Source: an optimization exercise on an open RTL-to-GDS flow (aim: small area). Production flows keep margins and buffers that such runs may drop.
In this exercise RTL edits were held to simulation tests only and were not proved equivalent to the original.
No activity file was given, so power comes from the tool's default toggle rates.

== run 1 ==
Design cpu_reg_bank, start of the top module:
module cpu_reg_bank
#(
    parameter int unsigned NUM_CH    = 4,
    parameter int unsigned DATA_W    = 32,
    parameter int unsigned ADDR_W    = 9,
    parameter int unsigned CH_BASE   = 20,
    parameter int unsigned CH_STRIDE = 16,
    parameter int unsigned PULSE_LEN = 4
) (
    input  logic                   clk,
    input  logic                   pRST,
    input  logic                   cpu_wr_n,
    input  logic                   cpu_rd_n,
    input  logic [ADDR_W-1:0]      cpu_addr,
    input  logic [DATA_W/8-1:0]    cpu_be,
    input  logic [DATA_W-1:0]      cpu_wdata,
    output logic [DATA_W-1:0]      cpu_rdata,
    output logic                   cpu_rvalid,
    output logic [NUM_CH-1:0]      ch_enable,
    output logic [NUM_CH-1:0]      ch_start,
    output logic [NUM_CH-1:0]      ch_stop,
    output logic [NUM_CH-1:0]      ch_clrfifo,
    output logic [16*NUM_CH-1:0]   ch_framelen,
    output logic [16*NUM_CH-1:0]   ch_blanklen,
    output logic [32*NUM_CH-1:0]   ch_totalnum,
    output logic [32*NUM_CH-1:0]   ch_cutnum,
    output logic [NUM_CH-1:0]      ch_commit,
    output logic                   error
);
clock: 5.0 ns
lec_check: 0
cap_margin: 20
core_margin: 2
core_utilization: 65
slew_margin: 20
synth_hierarchical: 1
synth_minimum_keep_size: 0
standard.sh (not shown) runs the stock make flow with config.mk's settings and CLKGATE_MAP_FILE= SYNTH_SCRIPT=/design/flow/synth_recipe.tcl, a recipe that flattens the netlist after the stock synthesis.
==> flow/flow/run.sh <==
#!/bin/bash
# The standard layout, with two changes made through ORFS's own knobs:
#  - the port buffers that global placement inserts are buf_1 cells
#    (every input and output port still gets its own buffer);
#  - clock tree synthesis uses small clock buffers and no dummy loads.
set -euo pipefail
export BUFFER_PORTS_ARGS="-buffer_cell sky130_fd_sc_hd__buf_1"
export CTS_ARGS="-sink_clustering_enable -repair_clock_nets -dont_use_dummy_load -sink_clustering_size 14 -sink_clustering_max_diameter 50 -buf_list {sky130_fd_sc_hd__clkbuf_8}"
bash standard.sh > standard.log 2>&1
Inputs modified between run 1 and run 2:
diff --git a/flow/config.mk b/flow/config.mk
--- a/flow/config.mk
+++ b/flow/config.mk
@@ -7,6 +7,6 @@
 export LEC_CHECK = 0
-export CAP_MARGIN = 20
+export CAP_MARGIN = 0
 export CORE_MARGIN = 2
 export CORE_UTILIZATION = 65
-export SLEW_MARGIN = 20
+export SLEW_MARGIN = 0
 export SYNTH_HIERARCHICAL = 1
==> results.txt <==
Run 1 -> run 2: remaining global-route overflow flat
Register-to-register setup slack on run 2 is down relative to run 1.
Comparing run 1 with run 2, the routed wire length came out essentially unchanged.
[compare] base=run 1 new=run 2: met1 routed wirelength after detailed routing decreased about 0.4%, maximum single-stage delay on the critical path went up, total power level, core utilization of the finished layout now sits at about the same level.
Cmp run 1 and run 2 / setup slack / lower: run 2
#### Input delta (run 3 over run 2)
diff --git a/flow/flow/run.sh b/flow/flow/run.sh
--- a/flow/flow/run.sh
+++ b/flow/flow/run.sh
@@ -7,3 +7,3 @@
 export BUFFER_PORTS_ARGS="-buffer_cell sky130_fd_sc_hd__buf_1"
-export CTS_ARGS="-sink_clustering_enable -repair_clock_nets -dont_use_dummy_load -sink_clustering_size 14 -sink_clustering_max_diameter 50 -buf_list {sky130_fd_sc_hd__clkbuf_8}"
+export CTS_ARGS="-sink_clustering_enable -repair_clock_nets -dont_use_dummy_load -sink_clustering_size 9 -sink_clustering_max_diameter 35 -buf_list {sky130_fd_sc_hd__clkbuf_4}"
 bash standard.sh > standard.log 2>&1
diff --git a/flow/config.mk b/flow/config.mk
--- a/flow/config.mk
+++ b/flow/config.mk
@@ -7,6 +7,6 @@
 export LEC_CHECK = 0
-export CAP_MARGIN = 0
+export CAP_MARGIN = 20
 export CORE_MARGIN = 2
 export CORE_UTILIZATION = 65
-export SLEW_MARGIN = 0
+export SLEW_MARGIN = 20
 export SYNTH_HIERARCHICAL = 1
--- outcome ---
First-pass GRT wire length delta (run 3 − run 2): unfavourable. Cmp run 3 vs run 2: global-route usage over all layers higher in run 3. There was hardly any difference in final design utilization between run 3 and run 2. The layout overhead on the synthesized area on run 2 is in line with that on run 3. For the routed length per instance, run 3 came in 1.5% lower than run 2 did. Between run 2 and run 3, the average vias per placed instance does not differ in any meaningful way. [compare] base=run 2 new=run 3: number of clock buffers in the layout shows an increase of 59, reported net switching power shows an increase of 0.066 mW, register-to-register setup slack shows a reduction of 0.04 ns. Via count grows slightly when moving from run 2 to run 3. Any difference in final area between run 3 and run 2 is small enough to ignore.
> inputs changed (run 3 -> run 4)
diff --git a/flow/flow/run.sh b/flow/flow/run.sh
--- a/flow/flow/run.sh
+++ b/flow/flow/run.sh
@@ -7,3 +7,3 @@
 export BUFFER_PORTS_ARGS="-buffer_cell sky130_fd_sc_hd__buf_1"
-export CTS_ARGS="-sink_clustering_enable -repair_clock_nets -dont_use_dummy_load -sink_clustering_size 9 -sink_clustering_max_diameter 35 -buf_list {sky130_fd_sc_hd__clkbuf_4}"
+export CTS_ARGS="-sink_clustering_enable -repair_clock_nets -dont_use_dummy_load -sink_clustering_size 18 -sink_clustering_max_diameter 50 -buf_list {sky130_fd_sc_hd__clkbuf_8}"
 bash standard.sh > standard.log 2>&1
Findings:
- Run 3 reports its classification of the worst-slack hold path as input port to flop while run 4 reports input port to asynchronous set/reset pin.
- Comparing run 4 against run 3, there is no change at all in net count after synthesis.
- Area: run 4 vs run 3 -> run 4 smaller
- From run 3 to run 4 the numbers moved as follows: worst hold slack went up 0.13 ns; power went down about 2.4%; signal arrival time at the worst endpoint went down 0.02 ns; non-clock buffer count held.
- Comparing run 4 against run 3, there is no change at all in total placed instance area.
- Looking at source-to-sink clock delay at the later pin of the worst-skew pair, run 4 sits below run 3.
- Status: sequential-to-total area share from yosys stat parity (run 3, run 4)

[afterwards: timing with drivers on the ports]
No port has a modelled driver above. Below, the same layouts with a new extraction and two added sets of constraints.
Step 1 sets driving cells, clkbuf_16 on the clock port and buf_2 on the other inputs (assumed; they add their load-dependent delay and slew).
Step 2 also shifts input and output timing later by t, the mid clock arrival at the registers, as if the neighbouring blocks saw the same clock.
Slacks: ideal / step 1 / step 2; pairs: ideal / step 1.
| run | shift t [ns] | slack for setup (ns) | worst setup path at the end | worst register clock-pin slew, ns |
|---|---|---|---|---|
| run 1 | 0.722 | 0.279 / 0.220 / 0.941 | register to output | 0.10 / 0.10 |
| run 2 | 0.722 | 0.223 / 0.165 / 0.887 | register to output | 0.10 / 0.10 |
| run 3 | 1.038 | 0.225 / 0.166 / 1.127 | input to register | 0.11 / 0.11 |
| run 4 | 0.764 | 0.251 / 0.192 / 0.956 | register to output | 0.11 / 0.11 |
After both steps every run listed still meets setup and hold.
